Background: an optimization exercise with open tools, aiming at small area, a short achievable clock period and few clock cycles. Do not read the settings as production practice. Only simulation tests tie the RTL to the original design; equivalence was not proved.

==> design.v <==
module comp_step_engine #(
    parameter int STATE_BYTES = 16,
    parameter int ROM_BYTES   = 82,
    parameter int ADDR_W      = 8,
    parameter int CNT_W       = 8
) (
    input  logic                     clk,
    input  logic                     rst,
    input  logic [8*ROM_BYTES-1:0]   rom,
    input  logic                     cmd_valid,
    output logic                     cmd_ready,
    input  logic [1:0]               cmd_op,
    input  logic                     cmd_rule,
    input  logic [ADDR_W-1:0]        cmd_addr,
    input  logic [CNT_W-1:0]         cmd_count,
    output logic                     busy,
    output logic                     done,
    output logic                     match,
    output logic                     err,
    output logic [8*STATE_BYTES-1:0] state_out
);
    localparam int N     = 8 * STATE_BYTES;
    localparam logic [1:0] OP_LOAD    = 2'd0;
    localparam logic [1:0] OP_STEP    = 2'd1;
    localparam logic [1:0] OP_COMPARE = 2'd2;
    logic             run_q;
    logic [N-1:0]     cells_q, cells_d;
    logic [CNT_W-1:0] rem_q, rem_d;
    logic             rule_q;
    logic             match_q;
    logic             done_q, done_d;
    logic             err_q;
    logic             accept, acc_load, acc_step, acc_cmp;
    logic [N-1:0]     window;
    assign cmd_ready = ~run_q;
    assign busy      = run_q;
    assign accept    = cmd_valid & ~run_q;
    assign acc_load  = accept & (cmd_op == OP_LOAD);
    assign acc_step  = accept & (cmd_op == OP_STEP);
    assign acc_cmp   = accept & (cmd_op == OP_COMPARE);
    assign done      = done_q;
    assign err       = err_q;
    assign match     = match_q;
    assign state_out = cells_q;
    localparam int W6 = 79, W65 = 47, W4 = 31, W3 = 23, W2 = 19, W1 = 17;
    logic [8*W6-1:0]  t6;
    logic [8*W65-1:0] t65_n;
    logic [8*W4-1:0]  t4;
    logic [8*W3-1:0]  t3_n;
    logic [8*W2-1:0]  t2;
    logic [8*W1-1:0]  t1_n;
    logic [STATE_BYTES-1:0] inrange;
    cse_ao2 #(.W(8*18)) u_s6 (
        .a(rom[0 +: 8*18]), .b(rom[8*64 +: 8*18]),
        .sa(~cmd_addr[6]), .sb(cmd_addr[6]), .y(t6[0 +: 8*18]));
    assign t6[8*18 +: 8*61] = rom[8*18 +: 8*61];
    cse_aoi2 #(.W(8*W65)) u_s5 (
        .a(t6[0 +: 8*W65]), .b(t6[8*32 +: 8*W65]),
        .sa(~cmd_addr[5]), .sb(cmd_addr[5]), .yn(t65_n));
    cse_oai2 #(.W(8*W4)) u_s4 (
        .an(t65_n[0 +: 8*W4]), .bn(t65_n[8*16 +: 8*W4]),
        .sa(cmd_addr[4]), .sb(~cmd_addr[4]), .y(t4));
    cse_aoi2 #(.W(8*W3)) u_s3 (
        .a(t4[0 +: 8*W3]), .b(t4[8*8 +: 8*W3]),
        .sa(~cmd_addr[3]), .sb(cmd_addr[3]), .yn(t3_n));
    cse_oai2 #(.W(8*W2)) u_s2 (
        .an(t3_n[0 +: 8*W2]), .bn(t3_n[8*4 +: 8*W2]),
        .sa(cmd_addr[2]), .sb(~cmd_addr[2]), .y(t2));
    cse_aoi2 #(.W(8*W1)) u_s1 (
        .a(t2[0 +: 8*W1]), .b(t2[8*2 +: 8*W1]),
        .sa(~cmd_addr[1]), .sb(cmd_addr[1]), .yn(t1_n));
    logic clr_in;
    assign clr_in = (cmd_op == OP_STEP) & cmd_rule & (|cmd_count[CNT_W-1:6]);
    always_comb
        for (int j = 0; j < STATE_BYTES; j++)
            inrange[j] = (cmd_addr < 8'(ROM_BYTES - j)) & ~clr_in;
    for (genvar j = 0; j < STATE_BYTES; j++) begin : g_s0
        cse_oai2 #(.W(8)) u_s0 (
            .an(t1_n[8*j +: 8]), .bn(t1_n[8*(j+1) +: 8]),
            .sa(~(inrange[j] & ~cmd_addr[0])), .sb(~(inrange[j] & cmd_addr[0])),
            .y(window[8*j +: 8]));
    end
    function automatic logic [3:0] gens(input logic [CNT_W-1:0] r, input logic rl);
        if (rl) gens = (r >= CNT_W'(11)) ? 4'd11 : r[3:0];
        else    gens = (r >= CNT_W'(7))  ? 4'd7  : r[3:0];
    endfunction
    logic             acc_clr;
    logic [3:0]       a0, ar;
    assign acc_clr = acc_step & clr_in;
    assign a0      = gens(cmd_count, cmd_rule);
    assign ar      = gens(rem_q, rule_q);
    logic       s4g_q, s4j_q, s8j_q, s4h_q, s2_q, s1_q;    
    logic       s4g, s4j, s8j, s4h, s2, s1, grule;
    always_comb begin
        if (run_q) begin
            {s4g, s4j, s8j, s4h, s2, s1} = {s4g_q, s4j_q, s8j_q, s4h_q, s2_q, s1_q};
            grule = rule_q;
        end else begin
            s4g   = a0[2] & ~cmd_rule;
            s4j   = a0[2] & cmd_rule;
            s8j   = a0[3];
            s4h   = ~a0[2] & ~a0[3];
            s2    = a0[1];
            s1    = a0[0];
            grule = cmd_rule;
        end
    end
    logic [N-1:0] g1, g2, g3, g4, j4, j8, x4, g5, g6, x2_n, g7_n, x1;
    cse_gen0 #(.N(N)) u_g1 (.c(cells_q), .y(g1));
    cse_gen0 #(.N(N)) u_g2 (.c(g1),      .y(g2));
    cse_gen0 #(.N(N)) u_g3 (.c(g2),      .y(g3));
    cse_gen0 #(.N(N)) u_g4 (.c(g3),      .y(g4));
    cse_jump #(.N(N), .D(4))  u_j4  (.c(cells_q), .y(j4));
    cse_jump #(.N(N), .D(8))  u_j8  (.c(cells_q), .y(j8));
    cse_nao4 #(.W(N)) u_x4 (.a(g4), .b(j4), .c(j8), .d(cells_q),
                            .sa(s4g), .sb(s4j), .sc(s8j), .sd(s4h), .y(x4));
    cse_gen #(.N(N), .IN_N(0), .OUT_N(0)) u_g5 (.c(x4), .rl(grule), .y(g5));
    cse_gen #(.N(N), .IN_N(0), .OUT_N(0)) u_g6 (.c(g5), .rl(grule), .y(g6));
    cse_aoi2 #(.W(N)) u_x2 (.a(g6), .b(x4), .sa(s2), .sb(~s2), .yn(x2_n));
    cse_gen #(.N(N), .IN_N(1), .OUT_N(1)) u_g7 (.c(x2_n), .rl(grule), .y(g7_n));
    cse_oai2 #(.W(N)) u_x1 (.an(g7_n), .bn(x2_n), .sa(~s1), .sb(s1), .y(x1));
    logic sel_ld, sel_step;
    assign sel_ld   = acc_load | acc_clr;
    assign sel_step = (run_q | acc_step) & ~acc_clr;
    cse_nao3 #(.W(N)) u_ld (.a(window), .b(x1), .c(cells_q),
                           .sa(sel_ld), .sb(sel_step), .sc(~(sel_ld | sel_step)), .y(cells_d));
    always_comb begin
        if (run_q) begin
            rem_d  = rem_q - CNT_W'(ar);
            done_d = (rem_q == CNT_W'(ar));
        end else begin
            rem_d  = cmd_count - CNT_W'(a0);
            done_d = accept & ~(acc_step & ~acc_clr & (cmd_count != CNT_W'(a0)));
        end
    end
    logic       nrule;
    logic [3:0] nsel;
    assign nrule = run_q ? rule_q : cmd_rule;
    assign nsel  = gens(rem_d, nrule);
    always_ff @(posedge clk or posedge rst) begin
        if (rst) begin
            s4g_q   <= 1'b0;
            s4j_q   <= 1'b0;
            s8j_q   <= 1'b0;
            s4h_q   <= 1'b1;
            s2_q    <= 1'b0;
            s1_q    <= 1'b0;
        end else begin
            s4g_q   <= nsel[2] & ~nrule;
            s4j_q   <= nsel[2] & nrule;
            s8j_q   <= nsel[3];
            s4h_q   <= ~nsel[2] & ~nsel[3];
            s2_q    <= nsel[1];
            s1_q    <= nsel[0];
        end
    end
    always_ff @(posedge clk or posedge rst) begin
        if (rst) begin
            run_q   <= 1'b0;
            cells_q <= '0;
            rem_q   <= '0;
            rule_q  <= 1'b0;
            match_q <= 1'b0;
            done_q  <= 1'b0;
            err_q   <= 1'b0;
        end else begin
            run_q   <= run_q ? ~done_d : (acc_step & ~done_d);
            cells_q <= cells_d;
            if (run_q || acc_step) rem_q <= rem_d;
            if (acc_step) rule_q <= cmd_rule;
            if (acc_cmp) match_q <= (cells_q == window);
            done_q  <= done_d;
            err_q   <= accept & (cmd_op == 2'd3);
        end
    end
endmodule
module cse_aoi2 #(parameter int W = 8) (
    input  logic [W-1:0] a, b,
    input  logic         sa, sb,
    output logic [W-1:0] yn
);
    assign yn = ~((a & {W{sa}}) | (b & {W{sb}}));
endmodule
module cse_ao2 #(parameter int W = 8) (
    input  logic [W-1:0] a, b,
    input  logic         sa, sb,
    output logic [W-1:0] y
);
    assign y = (a & {W{sa}}) | (b & {W{sb}});
endmodule
module cse_aoi3 #(parameter int W = 8) (
    input  logic [W-1:0] a, b, c,
    input  logic         sa, sb, sc,
    output logic [W-1:0] yn
);
    assign yn = ~((a & {W{sa}}) | (b & {W{sb}}) | (c & {W{sc}}));
endmodule
module cse_oai2 #(parameter int W = 8) (
    input  logic [W-1:0] an, bn,
    input  logic         sa, sb,
    output logic [W-1:0] y
);
    assign y = ~((an | {W{sa}}) & (bn | {W{sb}}));
endmodule
module cse_nao3 #(parameter int W = 8) (
    input  logic [W-1:0] a, b, c,
    input  logic         sa, sb, sc,
    output logic [W-1:0] y
);
    logic [W-1:0] an, bn, cn;
    cse_nand2 #(.W(W)) u_a (.a(a), .s(sa), .y(an));
    cse_nand2 #(.W(W)) u_b (.a(b), .s(sb), .y(bn));
    cse_nand2 #(.W(W)) u_c (.a(c), .s(sc), .y(cn));
    cse_nand3 #(.W(W)) u_y (.a(an), .b(bn), .c(cn), .y(y));
endmodule
module cse_nao4 #(parameter int W = 8) (
    input  logic [W-1:0] a, b, c, d,
    input  logic         sa, sb, sc, sd,
    output logic [W-1:0] y
);
    logic [W-1:0] an, bn, cn, dn;
    cse_nand2 #(.W(W)) u_a (.a(a), .s(sa), .y(an));
    cse_nand2 #(.W(W)) u_b (.a(b), .s(sb), .y(bn));
    cse_nand2 #(.W(W)) u_c (.a(c), .s(sc), .y(cn));
    cse_nand2 #(.W(W)) u_d (.a(d), .s(sd), .y(dn));
    cse_nand4 #(.W(W)) u_y (.a(an), .b(bn), .c(cn), .d(dn), .y(y));
endmodule
module cse_nand4 #(parameter int W = 8) (
    input  logic [W-1:0] a, b, c, d,
    output logic [W-1:0] y
);
    assign y = ~(a & b & c & d);
endmodule
module cse_nand2 #(parameter int W = 8) (
    input  logic [W-1:0] a,
    input  logic         s,
    output logic [W-1:0] y
);
    assign y = ~(a & {W{s}});
endmodule
module cse_nand3 #(parameter int W = 8) (
    input  logic [W-1:0] a, b, c,
    output logic [W-1:0] y
);
    assign y = ~(a & b & c);
endmodule
module cse_gen #(parameter int N = 128, parameter bit IN_N = 0, parameter bit OUT_N = 0) (
    input  logic [N-1:0] c,
    input  logic         rl,
    output logic [N-1:0] y
);
    logic [N-1:0] s;
    assign s = IN_N ? ~c : c;
    always_comb
        for (int i = 0; i < N; i++)
            y[i] = OUT_N ^ s[(i + N - 1) % N] ^ (s[(i + 1) % N] & (s[i] | rl));
endmodule
module cse_gen0 #(parameter int N = 128) (
    input  logic [N-1:0] c,
    output logic [N-1:0] y
);
    always_comb
        for (int i = 0; i < N; i++)
            y[i] = c[(i + N - 1) % N] ^ (c[i] & c[(i + 1) % N]);
endmodule
module cse_jump #(parameter int N = 128, parameter int D = 32) (
    input  logic [N-1:0] c,
    output logic [N-1:0] y
);
    always_comb
        for (int i = 0; i < N; i++)
            y[i] = c[(i + N - D) % N] ^ c[(i + D) % N];
endmodule
==> flow/run.sh <==
#!/bin/bash
set -euo pipefail
work=$(pwd)
export FLOW_WORK="$work"
export FLOW_ABC_SCRIPT="$work/flow/area.abc"
bash "$work/standard.sh" SYNTH_SCRIPT="$work/flow/synth_wrap.tcl" \
  BUFFER_PORTS_ARGS="-buffer_cell sky130_fd_sc_hd__buf_1" MATCH_CELL_FOOTPRINT=0 finish > "$work/flow_make.log" 2>&1
==> flow/area.abc <==
&get -n
&st
&dch
&nf -R 1000
&put
==> flow/synth_wrap.tcl <==
proc abc {args} {
  set i [lsearch -exact $args -script]
  set area $args
  if { $i >= 0 } { lset area [expr {$i + 1}] $::env(FLOW_ABC_SCRIPT) }
  yosys abc {*}$args $::env(FLOW_TOP)
  yosys abc {*}$area $::env(FLOW_TOP) %n
}
source $::env(FLOW_WORK)/synth_recipe.tcl
==> standard.sh <==
#!/bin/bash
# synth_recipe.tcl (not shown) runs the flow's synth.tcl, then flattens the netlist and writes it again
# the make line also repeats each setting of config.mk as NAME=value (left out here)
make -C /OpenROAD-flow-scripts/flow DESIGN_CONFIG=/design/flow/config.mk WORK_HOME=/design/flow/orfs CLKGATE_MAP_FILE= SYNTH_SCRIPT=/design/flow/synth_recipe.tcl "${@:-finish}"
==> config.mk <==
export PLATFORM = sky130hd
export DESIGN_NAME = comp_step_engine
export DESIGN_NICKNAME = comp_step_engine
export VERILOG_FILES = /design/flow/design.v
export SDC_FILE = /design/flow/constraint.sdc
export NUM_CORES = 4
export LEC_CHECK = 0
export CAP_MARGIN = 30
export CELL_PAD_IN_SITES_DETAIL_PLACEMENT = 1
export CORE_MARGIN = 2
export CORE_UTILIZATION = 35
export SETUP_SLACK_MARGIN = 4
export SLEW_MARGIN = 30
export SYNTH_HIERARCHICAL = 1
==> constraint.sdc <==
create_clock -name core_clock -period 10.0 [get_ports {clk}]
set_input_delay 2.0000 -clock core_clock [delete_from_list [all_inputs] [get_ports {clk}]]
set_output_delay 2.0000 -clock core_clock [all_outputs]
set_load 0.01 [all_outputs]
==> summary.txt, run 1 <==
Floorplanning
  • Vertical die dimension: 328 um
  • Die footprint: 0.108 sq mm
  • DIE WIDTH: 328 um
  • # IOs: 811
  • Initial core utilization: 35.2%
  • Core region area: 0.105 sq mm
  • FP Rows: 119

Setup path
  • Data arrival time of the critical path: 6.74 ns
  • Critical Path Source: cmd_addr[6]
  • Critical path class: input pin to register
  • Worst-path maximum fanout: 75
  • Family with the most delay on the worst path: compound AO/OA/AOI/OAI gates
  • Startpoint of the worst-slack reg-to-reg timing path: cells_q[116]$_DFF_PP0_
  • Largest stage delay on the critical path: 0.64 ns
  • Endpoint of the worst register-to-register path: cells_q[113]$_DFF_PP0_
  • Kind of end point of the critical path: register
  • Category of the worst setup path launch point: input pin
  • Worst Path Buf+Inv: 3
  • Depth of the worst register-to-register path: 20
  • Required time at the endpoint of the critical path: 10.41 ns
  • Cells traversed along the worst timing path: buf_8, inv_12, buf_12, a22o_1, a22oi_1, o22ai_1, a22oi_1, o22ai_1, a22oi_1, o22ai_1, xnor2_1, nand4_1, nor4_1, nand4_1, o2bb2ai_1
  • Setup slack of the worst register-to-register path: 4.32 ns
  • Critical Path Slowest Stage Cell: sky130_fd_sc_hd__a22oi_1

Yosys
  • Synth Area per Inst: 6.83 sq um
  • Number of synthesized register bits: 147
  • Number of nets in the synthesized netlist: 6081
  • Count of different cell masters after synthesis: 61
  • Post-synth design cell area: 0.0369 sq mm
  • Number of enable flip-flop cells after synthesis: 0
  • Most frequently used flop master after synthesis: sky130_fd_sc_hd__dfrtp_1
  • Number of synthesis warnings: 12
  • Post-synthesis sequential area ratio: 9.99%
  • Ys async rst share: 100%
  • Number of cells produced by synthesis: 5396

Global routing
  • Global-route wire length before repair: 346000 um
  • Maximum number of pins on one net before global-route repair: 199
  • Vias in the first global route: 49.2k
  • Overall Global Routing Usage: 43.1%
  • Gr ovfl total: 0
  • Antenna violations before repair: 63

Clock tree
  • Clock transition at the registers of the reported paths: 0.08 ns
  • Clk root buf: sky130_fd_sc_hd__clkbuf_16
  • CTS Buf Count: 17
  • Clock network latency to the later pin of the worst-skew pair: 0.50 ns
  • CTS H-tree depth: 4
  • Hold buffer count at CTS: 0
  • Clock Path Buffers: 2
  • TritonCTS clock tree: done
  • Num Clock Sinks: 147

Layout
  • Share of cells above drive strength 1: 3.45%
  • Final Core Density: 41.7%
  • Biggest register: cells_q
  • Flip-flop count of the largest register, all copies and words added: 128
  • Commonest non-fill, non-tap cells in the layout: 1445 x sky130_fd_sc_hd__nand2_1, 866 x sky130_fd_sc_hd__xnor2_1, 819 x sky130_fd_sc_hd__a22oi_1
  • Number of nets in the finished design: 6998
  • Area growth syn-to-layout: 18.7%
  • Registers with the most flip-flops: cells_q: 128 flops, rem_q: 8 flops
  • Post-route cell area: 0.0437 sq mm
  • Most frequent standard cell in the layout excluding fill and tap cells: sky130_fd_sc_hd__nand2_1

STA
  • Slack of the critical path: 3.67 ns
  • Top achievable clock speed: 158 MHz
  • Period Utilization, post-route: 63.3%
  • Worst hold slack: 0.500 ns
  • Worst slew pin tran: 1.11 ns
  • Fin. Hold Viols: 0
  • Unrepaired setup endpoints after global routing: yes
  • Worst slew margin: 26.3%
  • Total negative slack: 0 ns
  • Clock Skew: 0.0163 ns
  • Setup-failing EPs final: 0
  • Number of slew-limit violations in the final report: 0
  • Post-route minimum period: 6.33 ns

Run status
  • Outcome: timing/DRC/antenna clean

Route
  • Drt total wl: 247000 um
  • Via count: 51.7k
  • Routed vias/inst: 6.67
  • Detailed Route Iter0 Violations: 6019
  • Total iterations of the first detailed-routing run: 6
  • Antenna viol nets, final: 0
  • # DRC: 0
  • Avg WL per Cell: 31.8 um

Job
  • Max cap viols: 0

Placement
  • Placed wire-length estimate after detailed placement: 190000 um
  • Cell area after placement: 0.0426 sq mm
  • Pre-CTS setup slack: 2.75 ns
  • Placer Congestion: 1.15
  • Quantity of I/O buffers inserted on ports: 810

Min path
  • Path category of the worst min-delay check: register to register
  • Count of cells along the worst hold path: 2
  • Hold Crit Start: rem_q[0]$_DFFE_PP0P_
  • Endpoint, Worst Hold: rem_q[0]$_DFFE_PP0P_
==> worst max-delay path by stage <==
stage | end | slack (ns) | cells after the start
global placement | match_q$_DFFE_PP0P_ | 2.76 | 16
detailed placement | match_q$_DFFE_PP0P_ | 2.75 | 16
CTS | match_q$_DFFE_PP0P_ | 3.96 | 15
floorplan | cells_q[0]$_DFF_PP0_ | 1.15 | 10
global route | match_q$_DFFE_PP0P_ | 3.82 | 15
finish | match_q$_DFFE_PP0P_ | 3.67 | 15
==> per-stage QoR <==
step / cells
4_1_cts: 7711
3_5_place_dp: 7673
3_3_place_gp: 7672
6_report: 7756
5_1_grt: 7749
2_1_floorplan: 5396
==> per-layer routing <==
layer	up-vias	global-route usage, %	share of wire (%)
li1	22400	-	-
met3	686	10.4	9.7
met4	30	29.6	7.8
met1	25700	53.1	39
met5	-	0	0.081
met2	2809	66.4	44
==> logic make-up (layout without fill, tap and decap cells) <==
family / count (synthesis) / in the layout / synth area share [%]
adders and majority gates: 7 / 7 / 0.258
other: 0 / 39 / 0
and+or+nand+nor: 1824 / 1824 / 20.6
AOI/OAI and AO/OA: 2089 / 2089 / 38.0
xor gates and xnor gates: 1287 / 1287 / 30.6
buffers and inverters: 38 / 968 / 0.431
muxes: 4 / 4 / 0.115
DFF: 147 / 147 / 9.99
==> tightest hold or removal path, stage by stage (launching register included) <==
cell                      delay [ns]
sky130_fd_sc_hd__dfrtp_1        0.35
sky130_fd_sc_hd__nand2_1        0.05
sky130_fd_sc_hd__o21ai_0        0.06
==> cells in the mapped netlist, types with 3 or more instances <==
| cell type | n | area (sq um) |
|---|---|---|
| sky130_fd_sc_hd__a21oi_1 | 141 | 706 |
| sky130_fd_sc_hd__nand4_1 | 159 | 995 |
| sky130_fd_sc_hd__nor2_1 | 15 | 56.3 |
| sky130_fd_sc_hd__xnor2_1 | 868 | 7600 |
| sky130_fd_sc_hd__a31oi_1 | 3 | 18.8 |
| sky130_fd_sc_hd__ha_1 | 6 | 75.1 |
| sky130_fd_sc_hd__clkbuf_1 | 9 | 33.8 |
| sky130_fd_sc_hd__or3_1 | 3 | 18.8 |
| sky130_fd_sc_hd__nand3_1 | 137 | 686 |
| sky130_fd_sc_hd__inv_1 | 24 | 90.1 |
| sky130_fd_sc_hd__a22o_1 | 144 | 1260 |
| sky130_fd_sc_hd__nor4_1 | 16 | 100 |
| sky130_fd_sc_hd__nand2b_1 | 7 | 43.8 |
| sky130_fd_sc_hd__nand2_1 | 1448 | 5440 |
| sky130_fd_sc_hd__dfrtp_1 | 146 | 3650 |
| sky130_fd_sc_hd__o31ai_1 | 6 | 45.0 |
| sky130_fd_sc_hd__or4_1 | 6 | 45.0 |
| sky130_fd_sc_hd__nor3_1 | 10 | 50.1 |
| sky130_fd_sc_hd__o21ai_1 | 6 | 30.0 |
| sky130_fd_sc_hd__xor2_1 | 419 | 3670 |
| sky130_fd_sc_hd__nor2b_1 | 5 | 31.3 |
| sky130_fd_sc_hd__o21ai_0 | 284 | 1420 |
| sky130_fd_sc_hd__and3_1 | 3 | 18.8 |
| sky130_fd_sc_hd__a22oi_1 | 825 | 6190 |
| sky130_fd_sc_hd__o22ai_1 | 658 | 4120 |
==> cell type report <==
type	instances	area, sq um
antenna	39	97.6
clock buffer	18	429
clock inverter	14	150
fill	13900	61100
inverter	25	164
multi-input combinational	5211	33400
sequential	147	3680
tap	1391	1740
timing repair buffer	910	4090
timing repair inverter	1	5.00
==> repair_timing <==
| item | CTS | global route |
|---|---|---|
| gates cloned | 2 | 3 |
| resized for setup | 32 | 38 |
| endpoints found under the setup margin | 3 | 36 |
| setup buffers | 4 | 3 |
| pin swaps | 0 | 1 |
Testbench counts, summed over its fixed seeds: cycles 7,108.
==> run 2: changes to the inputs <==
--- a/design.v
+++ b/design.v
@@ -133,6 +133,20 @@
             done_d = accept & ~(acc_step & ~acc_clr & (cmd_count != CNT_W'(a0)));
         end
     end
+    logic [N-1:0]   eqb;
+    logic [N/4-1:0] eq4_n;
+    logic [N/8-1:0] eq8;
+    logic [N/32-1:0] eq32_n;
+    logic [N/64-1:0] eq64;
+    logic           same;
+    cse_xnor  #(.W(N))    u_eq   (.a(cells_q), .b(window), .y(eqb));
+    cse_nand4 #(.W(N/4))  u_eq4  (.a(eqb[0 +: N/4]), .b(eqb[N/4 +: N/4]),
+                                  .c(eqb[N/2 +: N/4]), .d(eqb[3*N/4 +: N/4]), .y(eq4_n));
+    cse_nor2  #(.W(N/8))  u_eq8  (.a(eq4_n[0 +: N/8]), .b(eq4_n[N/8 +: N/8]), .y(eq8));
+    cse_nand4 #(.W(N/32)) u_eq32 (.a(eq8[0 +: N/32]), .b(eq8[N/32 +: N/32]),
+                                  .c(eq8[N/16 +: N/32]), .d(eq8[3*N/32 +: N/32]), .y(eq32_n));
+    cse_nor2  #(.W(N/64)) u_eq64 (.a(eq32_n[0 +: N/64]), .b(eq32_n[N/64 +: N/64]), .y(eq64));
+    assign same = &eq64;
     logic       nrule;
     logic [3:0] nsel;
     assign nrule = run_q ? rule_q : cmd_rule;
@@ -168,7 +182,7 @@
             cells_q <= cells_d;
             if (run_q || acc_step) rem_q <= rem_d;
             if (acc_step) rule_q <= cmd_rule;
-            if (acc_cmp) match_q <= (cells_q == window);
+            if (acc_cmp) match_q <= same;
             done_q  <= done_d;
             err_q   <= accept & (cmd_op == 2'd3);
         end
@@ -231,6 +245,18 @@
 );
     assign y = ~(a & b & c & d);
 endmodule
+module cse_xnor #(parameter int W = 8) (
+    input  logic [W-1:0] a, b,
+    output logic [W-1:0] y
+);
+    assign y = ~(a ^ b);
+endmodule
+module cse_nor2 #(parameter int W = 8) (
+    input  logic [W-1:0] a, b,
+    output logic [W-1:0] y
+);
+    assign y = ~(a | b);
+endmodule
 module cse_nand2 #(parameter int W = 8) (
     input  logic [W-1:0] a,
     input  logic         s,
==> run 2 against run 1 <==
  * Still clean on timing, DRC and antenna
  * Count of clock-buffer cells in the layout unchanged
  * Cell count up 0.76%
  * Hold slack better by 0.016 ns
  * Routed wire length down 0.68%
  * Die area up 0.28%
  * Sequential cell count unchanged
  * Largest cell class unchanged
  * Highest routed layer unchanged
==> summary.txt, run 2 <==
Floorplanning
  • FP Rows: 119
  • DIE WIDTH: 329 um
  • # IOs: 811
  • Core region area: 0.105 sq mm
  • Initial core utilization: 35.2%
  • Vertical die dimension: 329 um
  • Die footprint: 0.108 sq mm

Setup path
  • Setup slack of the worst register-to-register path: 4.56 ns
  • Worst-path maximum fanout: 61
  • Kind of end point of the critical path: register
  • Depth of the worst register-to-register path: 21
  • Data arrival time of the critical path: 6.47 ns
  • Endpoint of the worst register-to-register path: cells_q[9]$_DFF_PP0_
  • Required time at the endpoint of the critical path: 10.42 ns
  • Category of the worst setup path launch point: input pin
  • Critical path class: input pin to register
  • Startpoint of the worst-slack reg-to-reg timing path: cells_q[13]$_DFF_PP0_

Layout
  • Share of cells above drive strength 1: 4.20%
  • Area growth syn-to-layout: 19.7%
  • Commonest non-fill, non-tap cells in the layout: 1442 x sky130_fd_sc_hd__nand2_1, 897 x sky130_fd_sc_hd__xnor2_1, 805 x sky130_fd_sc_hd__a22oi_1
  • Flip-flop count of the largest register, all copies and words added: 128
  • Most frequent standard cell in the layout excluding fill and tap cells: sky130_fd_sc_hd__nand2_1
  • Number of nets in the finished design: 7071
  • Biggest register: cells_q
  • Registers with the most flip-flops: cells_q: 128 flops, rem_q: 8 flops
  • Post-route cell area: 0.0442 sq mm

Yosys
  • Number of nets in the synthesized netlist: 6108
  • Most area-consuming cells after synthesis: sky130_fd_sc_hd__xnor2_1 21%, sky130_fd_sc_hd__a22oi_1 17%, sky130_fd_sc_hd__nand2_1 15%, sky130_fd_sc_hd__o22ai_1 11%, sky130_fd_sc_hd__dfrtp_1 9.9%
  • Fraction of synthesized cell area taken by the top area cell type: 21.3%
  • Adder-cell share of the synthesized area: 0.257%
  • Count of different cell masters after synthesis: 56
  • Simple-gate share of the synthesized area: 20.5%
  • Largest area contributor in the synthesized netlist: sky130_fd_sc_hd__xnor2_1
  • Number of enable flip-flop cells after synthesis: 0
  • Most frequently used flop master after synthesis: sky130_fd_sc_hd__dfrtp_1
  • Post-synthesis sequential area ratio: 9.96%
  • Most used standard cell by instance count after synthesis: sky130_fd_sc_hd__nand2_1
  • Ys async rst share: 100%
  • Number of synthesized register bits: 147
  • Number of synthesis warnings: 12
  • Synth Area per Inst: 6.81 sq um
  • Commonest cells in the netlist: 1443 x sky130_fd_sc_hd__nand2_1, 899 x sky130_fd_sc_hd__xnor2_1, 826 x sky130_fd_sc_hd__a22oi_1
  • Main combinational cell family by area after synthesis: compound AO/OA/AOI/OAI gates
  • Post-synth design cell area: 0.0370 sq mm
  • Number of cells produced by synthesis: 5423
  • Multiplexer fraction of the synthesized cell area: 0.284%
  • Post-Synth XOR/XNOR Area: 30.5%
  • Compound-cell area share of the yosys netlist: 38.1%

Placement
  • Placer Congestion: 1.07
  • Placed wire-length estimate after detailed placement: 190000 um
  • Quantity of I/O buffers inserted on ports: 810
  • Cell area after placement: 0.0430 sq mm

Route
  • Antenna viol nets, final: 0
  • Routed vias/inst: 6.60
  • Via count: 51.6k
  • Drt total wl: 245000 um
  • Total iterations of the first detailed-routing run: 6
  • Detailed Route Iter0 Violations: 5959
  • Avg WL per Cell: 31.4 um
  • # DRC: 0

Clock tree
  • CTS H-tree depth: 4
  • Num Clock Sinks: 147
  • CTS Buf Count: 17
  • Clk root buf: sky130_fd_sc_hd__clkbuf_16
  • Clock network latency to the later pin of the worst-skew pair: 0.52 ns
  • TritonCTS clock tree: done
  • Clock Path Buffers: 2
  • Clock transition at the registers of the reported paths: 0.08 ns

Min path
  • Count of cells along the worst hold path: 2
  • Hold Crit Start: cells_q[102]$_DFF_PP0_
  • Path category of the worst min-delay check: register to register
  • Endpoint, Worst Hold: cells_q[102]$_DFF_PP0_

STA
  • Worst slew margin: 30.8%
  • Number of slew-limit violations in the final report: 0
  • Clock Skew: 0.0196 ns
  • Post-route minimum period: 6.04 ns
  • Unrepaired setup endpoints after global routing: yes
  • Total negative slack: 0 ns
  • Period Utilization, post-route: 60.4%
  • Fin. Hold Viols: 0
  • Setup-failing EPs final: 0
  • Worst slew pin tran: 1.04 ns
  • Top achievable clock speed: 165 MHz

Global routing
  • Gr ovfl total: 0
  • Overall Global Routing Usage: 42.6%
  • Global-route wire length before repair: 344000 um
  • Antenna violations before repair: 35
  • Maximum number of pins on one net before global-route repair: 200
  • Vias in the first global route: 49.1k

Job
  • Max cap viols: 0

Run status
  • Outcome: timing/DRC/antenna clean
==> run 2: metrics by stage <==
stage / std cells / util, % / hold slack, ns / worst slack (ns)
3_5_place_dp: 7742 / 40.9 / 0.488 / 2.87
4_1_cts: 7775 / 41.6 / 0.506 / 3.95
6_report: 7815 / 42.1 / 0.515 / 3.96
2_1_floorplan: 5423 / - / 0.505 / 0.984
3_3_place_gp: 7741 / 40.9 / 0.483 / 2.88
5_1_grt: 7804 / 42.1 / 0.531 / 3.96
==> run 2: cell type report <==
cell class | count | area [sq um]
Multi-Input combinational cell | 5232 | 33500
Timing Repair Buffer | 957 | 4480
Timing Repair inverter | 2 | 10.0
Antenna cell | 26 | 65.1
Sequential cell | 147 | 3680
Clock buffer | 18 | 429
Inverter | 29 | 173
Tap cell | 1391 | 1740
Clock inverter | 13 | 184
Fill cell | 13900 | 60700
==> run 2: worst max-delay path by stage <==
stage / from / to / cells after the start
finish: cmd_addr[5] / match_q$_DFFE_PP0P_ / 17
global route: cmd_count[3] / cells_q[108]$_DFF_PP0_ / 17
global placement: cmd_addr[4] / match_q$_DFFE_PP0P_ / 15
floorplan: cmd_count[4] / cells_q[0]$_DFF_PP0_ / 11
detailed placement: cmd_addr[5] / match_q$_DFFE_PP0P_ / 17
CTS: cmd_addr[5] / match_q$_DFFE_PP0P_ / 17
==> run 2: worst max-delay path, stage by stage <==
cell and delay [ns]:
sky130_fd_sc_hd__clkbuf_4 0.22, sky130_fd_sc_hd__clkinvlp_4 0.28, sky130_fd_sc_hd__buf_4 0.24, sky130_fd_sc_hd__buf_4 0.33, sky130_fd_sc_hd__a22oi_1 0.65, sky130_fd_sc_hd__o22ai_1 0.18, sky130_fd_sc_hd__a22oi_1 0.31, sky130_fd_sc_hd__o22ai_1 0.18
sky130_fd_sc_hd__a22oi_1 0.43, sky130_fd_sc_hd__o22ai_1 0.36, sky130_fd_sc_hd__xnor2_1 0.41, sky130_fd_sc_hd__nand4_1 0.16, sky130_fd_sc_hd__nor2_1 0.13, sky130_fd_sc_hd__nand4_1 0.13, sky130_fd_sc_hd__nor2_1 0.11, sky130_fd_sc_hd__nand2_1 0.07
sky130_fd_sc_hd__o31ai_1 0.21
==> run 2: metal layers <==
layer | share of wire (%) | GRT usage (%)
met1 | 40 | 53.6
met2 | 44 | 65.8
met3 | 9.1 | 8.66
met4 | 7.4 | 28.4
met5 | 0.034 | 0
==> run 2: cell families (layout without fill, tap and decap cells) <==
group | after synthesis | after routing
AO/OA/AOI/OAI | 2101 | 2101
multiplexers | 10 | 10
AND/OR/NAND/NOR | 1829 | 1829
adder cells (fa/ha/maj) | 7 | 7
XOR/XNOR | 1285 | 1285
buffers and inverters | 44 | 1019
flip-flops | 147 | 147
other | 0 | 26
==> run 2: what timing repair did <==
item,4_1_cts,5_1_grt
hold buffers,0,0
resized for setup,23,67
pin swaps,0,4
gates cloned,2,5
buffers inserted,0,8
setup endpoints to repair,72,73
Testbench counts of run 2, summed over its fixed seeds: cycles 7,108.
==> run 3: changes to the inputs <==
--- a/config.mk
+++ b/config.mk
@@ -9,6 +9,6 @@
 export CELL_PAD_IN_SITES_DETAIL_PLACEMENT = 1
 export CORE_MARGIN = 2
 export CORE_UTILIZATION = 35
-export SETUP_SLACK_MARGIN = 4
+export SETUP_SLACK_MARGIN = 4.5
 export SLEW_MARGIN = 30
 export SYNTH_HIERARCHICAL = 1
==> run 3 against run 2 <==
  * Global-route usage up 0.49 points
  * Synthesized cell count unchanged
  * Count of clock-buffer cells in the layout up 1
  * Area after synthesis unchanged
  * Non-clock buffer count up 15
  * Hold slack better by 0.028 ns
  * Register-to-register slack better by 0.27 ns
  * Routed wire length up 1.8%
  * Critical endpoint unchanged
==> summary.txt, run 3 <==
Route
  • Total iterations of the first detailed-routing run: 6
  • Routed vias/inst: 6.77
  • Detailed Route Iter0 Violations: 6605
  • # DRC: 0
  • Via count: 53.0k
  • Antenna viol nets, final: 0
  • Drt total wl: 250000 um
  • Avg WL per Cell: 31.9 um

Yosys
  • Most used standard cell by instance count after synthesis: sky130_fd_sc_hd__nand2_1
  • Post-synthesis sequential area ratio: 9.96%
  • Post-Synth XOR/XNOR Area: 30.5%
  • Synth Area per Inst: 6.81 sq um
  • Most frequently used flop master after synthesis: sky130_fd_sc_hd__dfrtp_1
  • Number of nets in the synthesized netlist: 6108
  • Simple-gate share of the synthesized area: 20.5%
  • Fraction of synthesized cell area taken by the top area cell type: 21.3%
  • Number of cells produced by synthesis: 5423
  • Number of enable flip-flop cells after synthesis: 0
  • Ys async rst share: 100%
  • Count of different cell masters after synthesis: 56
  • Post-synth design cell area: 0.0370 sq mm
  • Commonest cells in the netlist: 1443 x sky130_fd_sc_hd__nand2_1, 899 x sky130_fd_sc_hd__xnor2_1, 826 x sky130_fd_sc_hd__a22oi_1
  • Most area-consuming cells after synthesis: sky130_fd_sc_hd__xnor2_1 21%, sky130_fd_sc_hd__a22oi_1 17%, sky130_fd_sc_hd__nand2_1 15%, sky130_fd_sc_hd__o22ai_1 11%, sky130_fd_sc_hd__dfrtp_1 9.9%
  • Multiplexer fraction of the synthesized cell area: 0.284%
  • Largest area contributor in the synthesized netlist: sky130_fd_sc_hd__xnor2_1
  • Adder-cell share of the synthesized area: 0.257%
  • Main combinational cell family by area after synthesis: compound AO/OA/AOI/OAI gates
  • Number of synthesis warnings: 12
  • Compound-cell area share of the yosys netlist: 38.1%
  • Number of synthesized register bits: 147

Placement
  • Quantity of I/O buffers inserted on ports: 810
  • Pre-CTS setup slack: 2.97 ns
  • Placed wire-length estimate after detailed placement: 185000 um
  • Placer Congestion: 1.11

Setup path
  • Family with the most delay on the worst path: compound AO/OA/AOI/OAI gates
  • Worst-path maximum fanout: 88
  • Startpoint of the worst-slack reg-to-reg timing path: cells_q[83]$_DFF_PP0_
  • Depth of the worst register-to-register path: 20
  • Critical path class: input pin to register
  • Critical Path Slowest Stage Cell: sky130_fd_sc_hd__a22oi_1
  • Critical Path Source: cmd_addr[5]
  • Worst Path Buf+Inv: 4
  • Kind of end point of the critical path: register
  • Data arrival time of the critical path: 5.99 ns
  • Cells traversed along the worst timing path: buf_6, clkinvlp_4, buf_12, buf_16, a22oi_1, o22ai_1, a22oi_1, o22ai_1, a22oi_1, o22ai_1, xnor2_1, nand4_1, nor2_1, nand4_1, nor2_2, nand2_1, o31ai_1
  • Total stage count of the critical path: 17
  • Largest stage delay on the critical path: 0.38 ns
  • Required time at the endpoint of the critical path: 10.40 ns
  • Category of the worst setup path launch point: input pin

Clock tree
  • Clock Path Buffers: 2
  • Num Clock Sinks: 147
  • Clk root buf: sky130_fd_sc_hd__clkbuf_16
  • Clock transition at the registers of the reported paths: 0.07 ns
  • CTS Buf Count: 17
  • CTS H-tree depth: 4
  • Clock network latency to the later pin of the worst-skew pair: 0.50 ns
  • TritonCTS clock tree: done

Global routing
  • Maximum number of pins on one net before global-route repair: 129
  • Gr ovfl total: 0
  • Global-route wire length before repair: 348000 um
  • Antenna violations before repair: 24
  • Vias in the first global route: 50.1k
  • Overall Global Routing Usage: 43.1%

Floorplanning
  • # IOs: 811
  • Core region area: 0.105 sq mm
  • Vertical die dimension: 329 um
  • DIE WIDTH: 329 um
  • Die footprint: 0.108 sq mm
  • Initial core utilization: 35.2%
  • FP Rows: 119

Min path
  • Path category of the worst min-delay check: register to register
  • Hold Crit Start: match_q$_DFFE_PP0P_
  • Count of cells along the worst hold path: 2

STA
  • Top achievable clock speed: 179 MHz
  • Unrepaired setup endpoints after global routing: yes
  • Clock Skew: 0.0183 ns
  • Slack of the critical path: 4.41 ns
  • Number of slew-limit violations in the final report: 0
  • Worst slew margin: 27.4%
  • Period Utilization, post-route: 55.9%
  • Worst slew pin tran: 1.09 ns
  • Setup-failing EPs final: 0
  • Total negative slack: 0 ns
  • Post-route minimum period: 5.59 ns
  • Fin. Hold Viols: 0

Layout
  • Commonest non-fill, non-tap cells in the layout: 1422 x sky130_fd_sc_hd__nand2_1, 886 x sky130_fd_sc_hd__xnor2_1, 798 x sky130_fd_sc_hd__buf_1
  • Area growth syn-to-layout: 23.7%
  • Share of cells above drive strength 1: 7.90%
  • Most frequent standard cell in the layout excluding fill and tap cells: sky130_fd_sc_hd__nand2_1
  • Final Core Density: 43.6%
  • Flip-flop count of the largest register, all copies and words added: 128
  • Registers with the most flip-flops: cells_q: 128 flops, rem_q: 8 flops
  • Number of nets in the finished design: 7087
  • Biggest register: cells_q

Job
  • Max cap viols: 0

Run status
  • Outcome: timing/DRC/antenna clean
run 3: cell types whose count changed in the layout (fill, tap and decap cells not counted), sizes merged:
| cell | before | now |
|---|---|---|
| clkbuf | 34 | 41 |
| buf | 941 | 950 |
| bufinv | 4 | 2 |
| diode | 26 | 16 |
| clkinv | 7 | 10 |
run 3: final timing paths:
kind,endpoint,slack (ns)
setup / recovery,match_q$_DFFE_PP0P_,4.41
hold / removal,match_q$_DFFE_PP0P_,0.54
setup reg to reg,cells_q[80]$_DFF_PP0_,4.83
hold reg to reg,match_q$_DFFE_PP0P_,0.54
max in group asynchronous,cells_q[77]$_DFF_PP0_,6.22
min in group asynchronous,done_q$_DFF_PP0_,1.61
run 3: metal layers:
metal / up-vias / GRT usage (%) / part of all wire (%)
met2: 3259 / 65.8 / 44
met3: 759 / 10.4 / 11
li1: 22600 / - / -
met5: - / 0 / 0.039
met4: 10 / 27.5 / 7.3
met1: 26300 / 54.3 / 39
run 3: per-stage QoR:
stage          std cells  area (sq um)  hold WS, ns
3_3_place_gp        7690         42600        0.520
5_1_grt             7817         45700        0.579
3_5_place_dp        7690         42600        0.507
6_report            7822         45700        0.544
2_1_floorplan       5423         37000        0.505
4_1_cts             7747         44200        0.527
run 3: worst register-to-register path: cells and delay by family (launching register included):
kind / cells / cell delay (ns)
flip-flops: 1 / 1.06
AND/OR/NAND/NOR: 8 / 1.23
XOR/XNOR: 7 / 1.66
AO/OA/AOI/OAI: 5 / 1.08
run 3: cell families after synthesis:
family / Yosys count
buf+inv: 44
simple gates: 1829
mux: 10
compound gates: 2101
xor+xnor: 1285
fa+ha+maj: 7
flops: 147
run 3: timing repair:
item | 4_1_cts | 5_1_grt
endpoints found under the setup margin | 129 | 129
cloned | 13 | 3
gates resized for setup | 149 | 223
buffers inserted | 12 | 55
pin swaps | 10 | 56
hold buffers | 0 | 0
run 3: cell type report:
| type | instances | area (sq um) |
|---|---|---|
| multi-input combinational | 5232 | 34600 |
| antenna | 16 | 40.0 |
| inverter | 29 | 204 |
| timing repair inverter | 3 | 23.8 |
| tap | 1391 | 1740 |
| fill | 13800 | 59300 |
| sequential | 147 | 3680 |
| timing repair buffer | 972 | 4840 |
| clock inverter | 13 | 146 |
| clock buffer | 19 | 453 |
==> run 4: changes to the inputs <==
--- a/config.mk
+++ b/config.mk
@@ -12,3 +12,4 @@
 export SETUP_SLACK_MARGIN = 4.5
 export SLEW_MARGIN = 30
 export SYNTH_HIERARCHICAL = 1
+export TNS_END_PERCENT = 10
==> run 4 against run 3 <==
  * Still clean
  * First-iteration DRC count is 6.1% higher
  * Count of clock-buffer cells in the layout is 2 higher
  * Register-to-register slack worse by 0.08 ns
  * Final area is 1.5% higher
  * Setup slack worse by 0.020 ns
  * Synthesized cell count stayed put
  * Routed wire length is 3.1% higher
  * Global-route usage is 0.36 points higher
  * Area after synthesis stayed put
  * Critical path type unchanged
  * Critical endpoint is now cells_q[31]$_DFF_PP0_
  * Largest cell class unchanged
  * Highest routed layer unchanged
==> summary.txt, run 4 <==
Run status
  • Outcome: timing/DRC/antenna clean

Layout
  • Registers with the most flip-flops: cells_q: 128 flops, rem_q: 8 flops
  • Share of cells above drive strength 1: 9.14%
  • Biggest register: cells_q
  • Commonest non-fill, non-tap cells in the layout: 1420 x sky130_fd_sc_hd__nand2_1, 891 x sky130_fd_sc_hd__xnor2_1, 798 x sky130_fd_sc_hd__buf_1
  • Area growth syn-to-layout: 25.6%
  • Number of nets in the finished design: 7137
  • Most frequent standard cell in the layout excluding fill and tap cells: sky130_fd_sc_hd__nand2_1
  • Flip-flop count of the largest register, all copies and words added: 128

Route
  • Drt total wl: 257000 um
  • Avg WL per Cell: 32.7 um
  • Routed vias/inst: 6.76
  • Via count: 53.3k
  • # DRC: 0
  • Detailed Route Iter0 Violations: 7006
  • Total iterations of the first detailed-routing run: 6
  • Antenna viol nets, final: 0

Clock tree
  • CTS H-tree depth: 4
  • Num Clock Sinks: 147
  • CTS Buf Count: 17
  • Clock transition at the registers of the reported paths: 0.08 ns
  • Clock Path Buffers: 2
  • Clk root buf: sky130_fd_sc_hd__clkbuf_16
  • Hold buffer count at CTS: 0
  • TritonCTS clock tree: done
  • Clock network latency to the later pin of the worst-skew pair: 0.50 ns

Min path
  • Path category of the worst min-delay check: register to register
  • Endpoint, Worst Hold: rem_q[0]$_DFFE_PP0P_
  • Hold Crit Start: rem_q[0]$_DFFE_PP0P_
  • Count of cells along the worst hold path: 2

Global routing
  • Antenna violations before repair: 36
  • Overall Global Routing Usage: 43.5%
  • Vias in the first global route: 49.8k
  • Gr ovfl total: 0
  • Maximum number of pins on one net before global-route repair: 188
  • Global-route wire length before repair: 349000 um

Yosys
  • Multiplexer fraction of the synthesized cell area: 0.284%
  • Post-synth design cell area: 0.0370 sq mm
  • Number of cells produced by synthesis: 5423
  • Fraction of synthesized cell area taken by the top area cell type: 21.3%
  • Most used standard cell by instance count after synthesis: sky130_fd_sc_hd__nand2_1
  • Main combinational cell family by area after synthesis: compound AO/OA/AOI/OAI gates
  • Most frequently used flop master after synthesis: sky130_fd_sc_hd__dfrtp_1
  • Number of enable flip-flop cells after synthesis: 0
  • Compound-cell area share of the yosys netlist: 38.1%
  • Largest area contributor in the synthesized netlist: sky130_fd_sc_hd__xnor2_1
  • Synth Area per Inst: 6.81 sq um
  • Count of different cell masters after synthesis: 56
  • Simple-gate share of the synthesized area: 20.5%
  • Most area-consuming cells after synthesis: sky130_fd_sc_hd__xnor2_1 21%, sky130_fd_sc_hd__a22oi_1 17%, sky130_fd_sc_hd__nand2_1 15%, sky130_fd_sc_hd__o22ai_1 11%, sky130_fd_sc_hd__dfrtp_1 9.9%
  • Number of nets in the synthesized netlist: 6108
  • Post-Synth XOR/XNOR Area: 30.5%
  • Number of synthesized register bits: 147
  • Number of synthesis warnings: 12
  • Ys async rst share: 100%
  • Commonest cells in the netlist: 1443 x sky130_fd_sc_hd__nand2_1, 899 x sky130_fd_sc_hd__xnor2_1, 826 x sky130_fd_sc_hd__a22oi_1
  • Post-synthesis sequential area ratio: 9.96%
  • Adder-cell share of the synthesized area: 0.257%

Floorplanning
  • # IOs: 811
  • FP Rows: 119
  • DIE WIDTH: 329 um
  • Die footprint: 0.108 sq mm
  • Vertical die dimension: 329 um
  • Initial core utilization: 35.2%
  • Core region area: 0.105 sq mm

STA
  • Fin. Hold Viols: 0
  • Setup-failing EPs final: 0
  • Top achievable clock speed: 178 MHz
  • Unrepaired setup endpoints after global routing: yes
  • Total negative slack: 0 ns
  • Period Utilization, post-route: 56.1%
  • Post-route minimum period: 5.61 ns
  • Clock Skew: 0.0231 ns
  • Worst slew pin tran: 1.08 ns
  • Number of slew-limit violations in the final report: 0
  • Worst slew margin: 27.8%

Setup path
  • Required time at the endpoint of the critical path: 10.36 ns
  • Depth of the worst register-to-register path: 19
  • Category of the worst setup path launch point: input pin
  • Startpoint of the worst-slack reg-to-reg timing path: cells_q[9]$_DFF_PP0_
  • Data arrival time of the critical path: 5.97 ns
  • Critical path class: input pin to register
  • Endpoint of the worst register-to-register path: cells_q[7]$_DFF_PP0_
  • Setup slack of the worst register-to-register path: 4.75 ns
  • Kind of end point of the critical path: register
  • Worst-path maximum fanout: 128

Placement
  • Placer Congestion: 1.08
  • Placed wire-length estimate after detailed placement: 190000 um
  • Quantity of I/O buffers inserted on ports: 810

Job
  • Max cap viols: 0
run 4: changes by cell type in the layout (fill, tap and decap cells not counted), moves of 4 or more:
cell                      before  now
sky130_fd_sc_hd__o21ai_1      25   19
sky130_fd_sc_hd__o22ai_1     611  590
sky130_fd_sc_hd__o22ai_4       0    6
sky130_fd_sc_hd__xnor2_1     886  891
sky130_fd_sc_hd__xnor2_2      13    8
sky130_fd_sc_hd__a22oi_1     654  647
sky130_fd_sc_hd__a22oi_2     172  179
sky130_fd_sc_hd__diode_2      16   28
sky130_fd_sc_hd__buf_16        6   10
sky130_fd_sc_hd__buf_4       117  161
sky130_fd_sc_hd__o21ai_2       3    7
sky130_fd_sc_hd__o22ai_2      46   61
run 4: how the worst max path moves through the flow:
| stage | start | to | slack [ns] | cells after the start |
|---|---|---|---|---|
| global route | cmd_count[3] | cells_q[82]$_DFF_PP0_ | 4.19 | 18 |
| CTS | cmd_count[3] | cells_q[95]$_DFF_PP0_ | 4.47 | 18 |
| floorplan | cmd_count[4] | cells_q[0]$_DFF_PP0_ | 0.97 | 11 |
| detailed placement | cmd_addr[5] | match_q$_DFFE_PP0P_ | 2.89 | 17 |
| global placement | cmd_addr[5] | match_q$_DFFE_PP0P_ | 2.95 | 17 |
| finish | cmd_count[3] | cells_q[31]$_DFF_PP0_ | 4.39 | 16 |
run 4: layer usage:
| layer | share of wire (%) | wire [um] | GRT usage, % |
|---|---|---|---|
| met5 | 0.045 | 115 | 0 |
| met4 | 8.5 | 21900 | 30.2 |
| met3 | 9.5 | 24500 | 8.42 |
| met2 | 43 | 111000 | 66.9 |
| met1 | 39 | 100000 | 54.6 |
run 4: cell families after synthesis:
| group | Yosys count |
|---|---|
| and+or+nand+nor | 1829 |
| xor gates and xnor gates | 1285 |
| buffers and inverters | 44 |
| DFF | 147 |
| muxes | 10 |
| adders and majority gates | 7 |
| AOI/OAI and AO/OA | 2101 |
run 4: per-stage QoR:
stage	setup slack (ns)	instance area [sq um]	hold WS (ns)	util, %	std cells
2_1_floorplan	0.965	37000	0.505	-	5423
3_3_place_gp	2.95	42800	0.539	40.8	7717
3_5_place_dp	2.89	42800	0.544	40.8	7717
4_1_cts	4.47	44300	0.564	42.2	7770
5_1_grt	4.19	46400	0.597	44.2	7869
6_report	4.39	46400	0.565	44.2	7884
run 4: layout make-up:
type,count,area (sq um)
fill,13800,58600
antenna,28,70.1
multi-input combinational,5232,34800
timing repair inverter,2,10.0
clock inverter,11,77.6
sequential,147,3680
tap,1391,1740
clock buffer,21,480
timing repair buffer,1023,5350
inverter,29,188
run 4: what timing repair did:
item | CTS | global route
gates cloned | 9 | 12
resized for setup | 149 | 267
pin swaps | 13 | 93
endpoints found under the setup margin | 129 | 129
setup buffers | 12 | 73
run 4: critical path, stage by stage:
cell	delay, ns
sky130_fd_sc_hd__clkbuf_4	0.19
sky130_fd_sc_hd__or3_1	0.46
sky130_fd_sc_hd__o21ai_2	0.20
sky130_fd_sc_hd__o21ai_4	0.07
sky130_fd_sc_hd__buf_12	0.25
sky130_fd_sc_hd__nand2_1	0.24
sky130_fd_sc_hd__nand4_1	0.27
sky130_fd_sc_hd__o21ai_0	0.35
sky130_fd_sc_hd__xnor2_1	0.23
sky130_fd_sc_hd__o21ai_0	0.20
sky130_fd_sc_hd__xnor2_1	0.17
sky130_fd_sc_hd__a22oi_1	0.36
sky130_fd_sc_hd__xor2_1	0.20
sky130_fd_sc_hd__o22ai_1	0.11
sky130_fd_sc_hd__nand2_1	0.32
sky130_fd_sc_hd__nand3_1	0.11
==> run 5: changes to the inputs <==
--- a/design.v
+++ b/design.v
@@ -42,21 +42,20 @@
     assign err       = err_q;
     assign match     = match_q;
     assign state_out = cells_q;
-    localparam int W6 = 79, W65 = 47, W4 = 31, W3 = 23, W2 = 19, W1 = 17;
-    logic [8*W6-1:0]  t6;
+    localparam int W65 = 47, W4 = 31, W3 = 23, W2 = 19, W1 = 17;
     logic [8*W65-1:0] t65_n;
     logic [8*W4-1:0]  t4;
     logic [8*W3-1:0]  t3_n;
     logic [8*W2-1:0]  t2;
     logic [8*W1-1:0]  t1_n;
     logic [STATE_BYTES-1:0] inrange;
-    cse_ao2 #(.W(8*18)) u_s6 (
-        .a(rom[0 +: 8*18]), .b(rom[8*64 +: 8*18]),
-        .sa(~cmd_addr[6]), .sb(cmd_addr[6]), .y(t6[0 +: 8*18]));
-    assign t6[8*18 +: 8*61] = rom[8*18 +: 8*61];
-    cse_aoi2 #(.W(8*W65)) u_s5 (
-        .a(t6[0 +: 8*W65]), .b(t6[8*32 +: 8*W65]),
-        .sa(~cmd_addr[5]), .sb(cmd_addr[5]), .yn(t65_n));
+    wire a6 = cmd_addr[6], a5 = cmd_addr[5];
+    cse_aoi3 #(.W(8*18)) u_s65a (
+        .a(rom[0 +: 8*18]), .b(rom[8*32 +: 8*18]), .c(rom[8*64 +: 8*18]),
+        .sa(~a6 & ~a5), .sb(~a6 & a5), .sc(a6), .yn(t65_n[0 +: 8*18]));
+    cse_aoi2 #(.W(8*29)) u_s65b (
+        .a(rom[8*18 +: 8*29]), .b(rom[8*50 +: 8*29]),
+        .sa(~a5), .sb(a5), .yn(t65_n[8*18 +: 8*29]));
     cse_oai2 #(.W(8*W4)) u_s4 (
         .an(t65_n[0 +: 8*W4]), .bn(t65_n[8*16 +: 8*W4]),
         .sa(cmd_addr[4]), .sb(~cmd_addr[4]), .y(t4));
@@ -195,13 +194,6 @@
 );
     assign yn = ~((a & {W{sa}}) | (b & {W{sb}}));
 endmodule
-module cse_ao2 #(parameter int W = 8) (
-    input  logic [W-1:0] a, b,
-    input  logic         sa, sb,
-    output logic [W-1:0] y
-);
-    assign y = (a & {W{sa}}) | (b & {W{sb}});
-endmodule
 module cse_aoi3 #(parameter int W = 8) (
     input  logic [W-1:0] a, b, c,
     input  logic         sa, sb, sc,
--- a/config.mk
+++ b/config.mk
@@ -9,7 +9,6 @@
 export CELL_PAD_IN_SITES_DETAIL_PLACEMENT = 1
 export CORE_MARGIN = 2
 export CORE_UTILIZATION = 35
-export SETUP_SLACK_MARGIN = 4.5
+export SETUP_SLACK_MARGIN = 4
 export SLEW_MARGIN = 30
 export SYNTH_HIERARCHICAL = 1
-export TNS_END_PERCENT = 10
==> run 5 against run 4 <==
  * Die area fell by 2.5%
  * Global-route usage barely moved
  * Still clean on timing, DRC and antenna
  * Highest routed layer unchanged
  * Utilization is 2.0 points lower
  * Via count shrank 3.2%
  * Clock skew down 0.0070 ns
  * Non-clock buffer count down 80
  * Critical path type unchanged
  * Sequential cell count is the same
  * Cell count is 3.3% lower
  * Setup slack worse by 0.54 ns
==> summary.txt, run 5 <==
Run status
  • Outcome: timing/DRC/antenna clean

Setup path
  • Family with the most delay on the worst path: compound AO/OA/AOI/OAI gates
  • Kind of end point of the critical path: register
  • Startpoint of the worst-slack reg-to-reg timing path: cells_q[7]$_DFF_PP0_
  • Critical path class: input pin to register
  • Depth of the worst register-to-register path: 20
  • Required time at the endpoint of the critical path: 10.41 ns
  • Category of the worst setup path launch point: input pin
  • Cells traversed along the worst timing path: buf_4, nor2_4, buf_12, a222oi_1, o22ai_1, a22oi_1, o22ai_1, a22oi_1, o22ai_1, xnor2_1, nand4_1, nor2_1, nand4_1, nor2_1, nand2_1, o31ai_1
  • Endpoint of the worst register-to-register path: cells_q[2]$_DFF_PP0_
  • Largest stage delay on the critical path: 0.75 ns
  • Critical Path Slowest Stage Cell: sky130_fd_sc_hd__a222oi_1
  • Cell with the most instances on the worst path: sky130_fd_sc_hd__o22ai_1
  • Data arrival time of the critical path: 6.55 ns
  • Worst Path Buf+Inv: 2
  • Setup slack of the worst register-to-register path: 4.05 ns
  • Worst-path maximum fanout: 113

Clock tree
  • CTS Buf Count: 17
  • Clock Path Buffers: 2
  • Num Clock Sinks: 147
  • Clock network latency to the later pin of the worst-skew pair: 0.50 ns
  • TritonCTS clock tree: done
  • Hold buffer count at CTS: 0
  • CTS H-tree depth: 4
  • Clk root buf: sky130_fd_sc_hd__clkbuf_16
  • Clock transition at the registers of the reported paths: 0.08 ns

Route
  • Detailed Route Iter0 Violations: 7279
  • Avg WL per Cell: 32.1 um
  • # DRC: 0
  • Antenna viol nets, final: 0
  • Total iterations of the first detailed-routing run: 13
  • Met1 Wirelength: 96500 um
  • Via count: 51.6k
  • Top routing layer in use: met5
  • Met3 layer wire length in the routed design: 26200 um
  • Length of routed met2 wiring: 105000 um
  • Drt total wl: 245000 um
  • Routed vias/inst: 6.77

STA
  • Worst slew pin tran: 1.08 ns
  • Period Utilization, post-route: 61.5%
  • Unrepaired setup endpoints after global routing: yes
  • Number of slew-limit violations in the final report: 0
  • Post-route minimum period: 6.15 ns
  • Total negative slack: 0 ns
  • Top achievable clock speed: 163 MHz
  • Fin. Hold Viols: 0
  • Clock Skew: 0.0161 ns
  • Slack of the critical path: 3.85 ns
  • Setup-failing EPs final: 0
  • Worst slew margin: 28.0%

Placement
  • Quantity of I/O buffers inserted on ports: 810
  • Placer Congestion: 1.06
  • Pre-CTS setup slack: 2.74 ns
  • Placed wire-length estimate after detailed placement: 187000 um
  • Cell area after placement: 0.0420 sq mm
  • Post-Place Cells: 7546

Floorplanning
  • Core region area: 0.102 sq mm
  • Vertical die dimension: 325 um
  • Initial core utilization: 35.4%
  • Die footprint: 0.105 sq mm
  • DIE WIDTH: 325 um
  • # IOs: 811
  • FP Rows: 117

Yosys
  • Fraction of synthesized cell area taken by the top area cell type: 21.9%
  • Number of nets in the synthesized netlist: 5951
  • Number of synthesis warnings: 12
  • Most area-consuming cells after synthesis: sky130_fd_sc_hd__xnor2_1 22%, sky130_fd_sc_hd__nand2_1 15%, sky130_fd_sc_hd__a22oi_1 14%, sky130_fd_sc_hd__o22ai_1 11%, sky130_fd_sc_hd__dfrtp_1 10%
  • Number of cells produced by synthesis: 5266
  • Largest area contributor in the synthesized netlist: sky130_fd_sc_hd__xnor2_1
  • Post-synth design cell area: 0.0360 sq mm
  • Count of different cell masters after synthesis: 64
  • Number of enable flip-flop cells after synthesis: 0
  • Most frequently used flop master after synthesis: sky130_fd_sc_hd__dfrtp_1
  • Commonest cells in the netlist: 1451 x sky130_fd_sc_hd__nand2_1, 899 x sky130_fd_sc_hd__xnor2_1, 680 x sky130_fd_sc_hd__a22oi_1
  • Synth Area per Inst: 6.84 sq um
  • Post-synthesis sequential area ratio: 10.2%
  • Ys async rst share: 100%
  • Number of synthesized register bits: 147
  • Most used standard cell by instance count after synthesis: sky130_fd_sc_hd__nand2_1

Layout
  • Fill cells: 13.6k
  • Share of cells above drive strength 1: 4.13%
  • Multi-input combinational cell area: 0.0326 sq mm
  • Most frequent standard cell in the layout excluding fill and tap cells: sky130_fd_sc_hd__nand2_1
  • Flip-flop count of the largest register, all copies and words added: 128
  • Post-route cell area: 0.0431 sq mm
  • Register Area: 0.00368 sq mm
  • Cell Count, Final, Fillers Out: 7620
  • Number of nets in the finished design: 6901
  • Commonest non-fill, non-tap cells in the layout: 1442 x sky130_fd_sc_hd__nand2_1, 898 x sky130_fd_sc_hd__xnor2_1, 802 x sky130_fd_sc_hd__buf_1
  • Biggest register: cells_q
  • Registers with the most flip-flops: cells_q: 128 flops, rem_q: 8 flops
  • Area growth syn-to-layout: 19.5%

Global routing
  • Global-route wire length before repair: 344000 um
  • Antenna violations before repair: 34
  • Maximum number of pins on one net before global-route repair: 183
  • Gr ovfl total: 0
  • Overall Global Routing Usage: 43.5%
  • Vias in the first global route: 48.8k

Job
  • Max cap viols: 0

Min path
  • Count of cells along the worst hold path: 2
  • Path category of the worst min-delay check: register to register
  • Endpoint, Worst Hold: rem_q[0]$_DFFE_PP0P_
  • Hold Crit Start: rem_q[0]$_DFFE_PP0P_
## run 5: area by class of cell
class,instances,area share [%]
clock buffers,18,1.02
multi-input cells,5084,75.6
well taps,1368,3.98
repair inverters,1,0.0116
diodes,23,0.134
flip-flops and latches,147,8.55
inverters,22,0.296
clock inverters,14,0.273
repair buffers,943,10.1
## run 5: repair_timing
item / 4_1_cts / 5_1_grt
cloned: 3 / 3
pin swaps: 2 / 7
setup endpoints to repair: 56 / 93
buffers inserted: 2 / 11
gates resized for setup: 7 / 50
## run 5: stage by stage
step	hold slack (ns)	utilization (%)
2_1_floorplan	0.450	-
3_3_place_gp	0.472	41.1
3_5_place_dp	0.480	41.2
4_1_cts	0.508	41.8
5_1_grt	0.558	42.2
6_report	0.512	42.3
## run 5: cells by family after synthesis
group	Yosys count	synth area share, %
and+or+nand+nor	1831	21.1
buffers and inverters	36	0.406
xor gates and xnor gates	1285	31.2
muxes	7	0.215
AOI/OAI and AO/OA	1953	36.5
DFF	147	10.2
adders and majority gates	7	0.264
## run 5: layer usage
metal  global-route usage [%]  vias up
met3                     10.8      680
met4                     25.7       16
met1                     55.4    25600
met5                        0        -
met2                     66.2     3154
li1                         -    22100
## run 5: worst max path at each step
stage                           start                   to  cells after the start
after global routing      cmd_addr[5]  match_q$_DFFE_PP0P_                     16
after floorplan           cmd_addr[5]  match_q$_DFFE_PP0P_                     15
after detailed placement  cmd_addr[5]  match_q$_DFFE_PP0P_                     17
after global placement    cmd_addr[5]  match_q$_DFFE_PP0P_                     17
after CTS                 cmd_addr[5]  match_q$_DFFE_PP0P_                     17
final                     cmd_addr[6]  match_q$_DFFE_PP0P_                     16
## run 5: worst min-delay path: stages (launching register included)
cell and delay (ns):
sky130_fd_sc_hd__dfrtp_1 0.36, sky130_fd_sc_hd__nand2_1 0.05, sky130_fd_sc_hd__o21ai_0 0.07
Testbench counts of run 5, summed over its fixed seeds: cycles 7,108.

[port drivers added, routing unchanged]
Ports are ideal in the flow. The routed layouts listed here were re-timed in OpenROAD.
Step 1 assumes that a clkbuf_16 drives the clock port and a buf_2 every other input.
Step 2 adds t to the input delays and takes it off the output delays; t is the mean of the earliest and latest rising clock arrival at the registers after step 1. Input paths then give back, and output paths get back, about the clock's delay inside the block.
Slacks: ideal ports / drivers / drivers and shift; pairs: ideal ports / drivers.
run	t, ns	setup slack, ns	worst setup path at the end
run 1	0.557	3.667 / 3.684 / 3.127	input to register
run 2	0.577	3.956 / 3.995 / 3.419	input to register
run 3	0.562	4.409 / 4.440 / 3.878	input to register
run 4	0.550	4.389 / 4.425 / 3.874	input to register
run 5	0.564	3.851 / 3.891 / 3.327	input to register
After both steps every run listed still meets setup and hold. The setup slack of run 1, which loses most, moves by +0.017 ns with the drivers and by -0.540 ns with both steps.
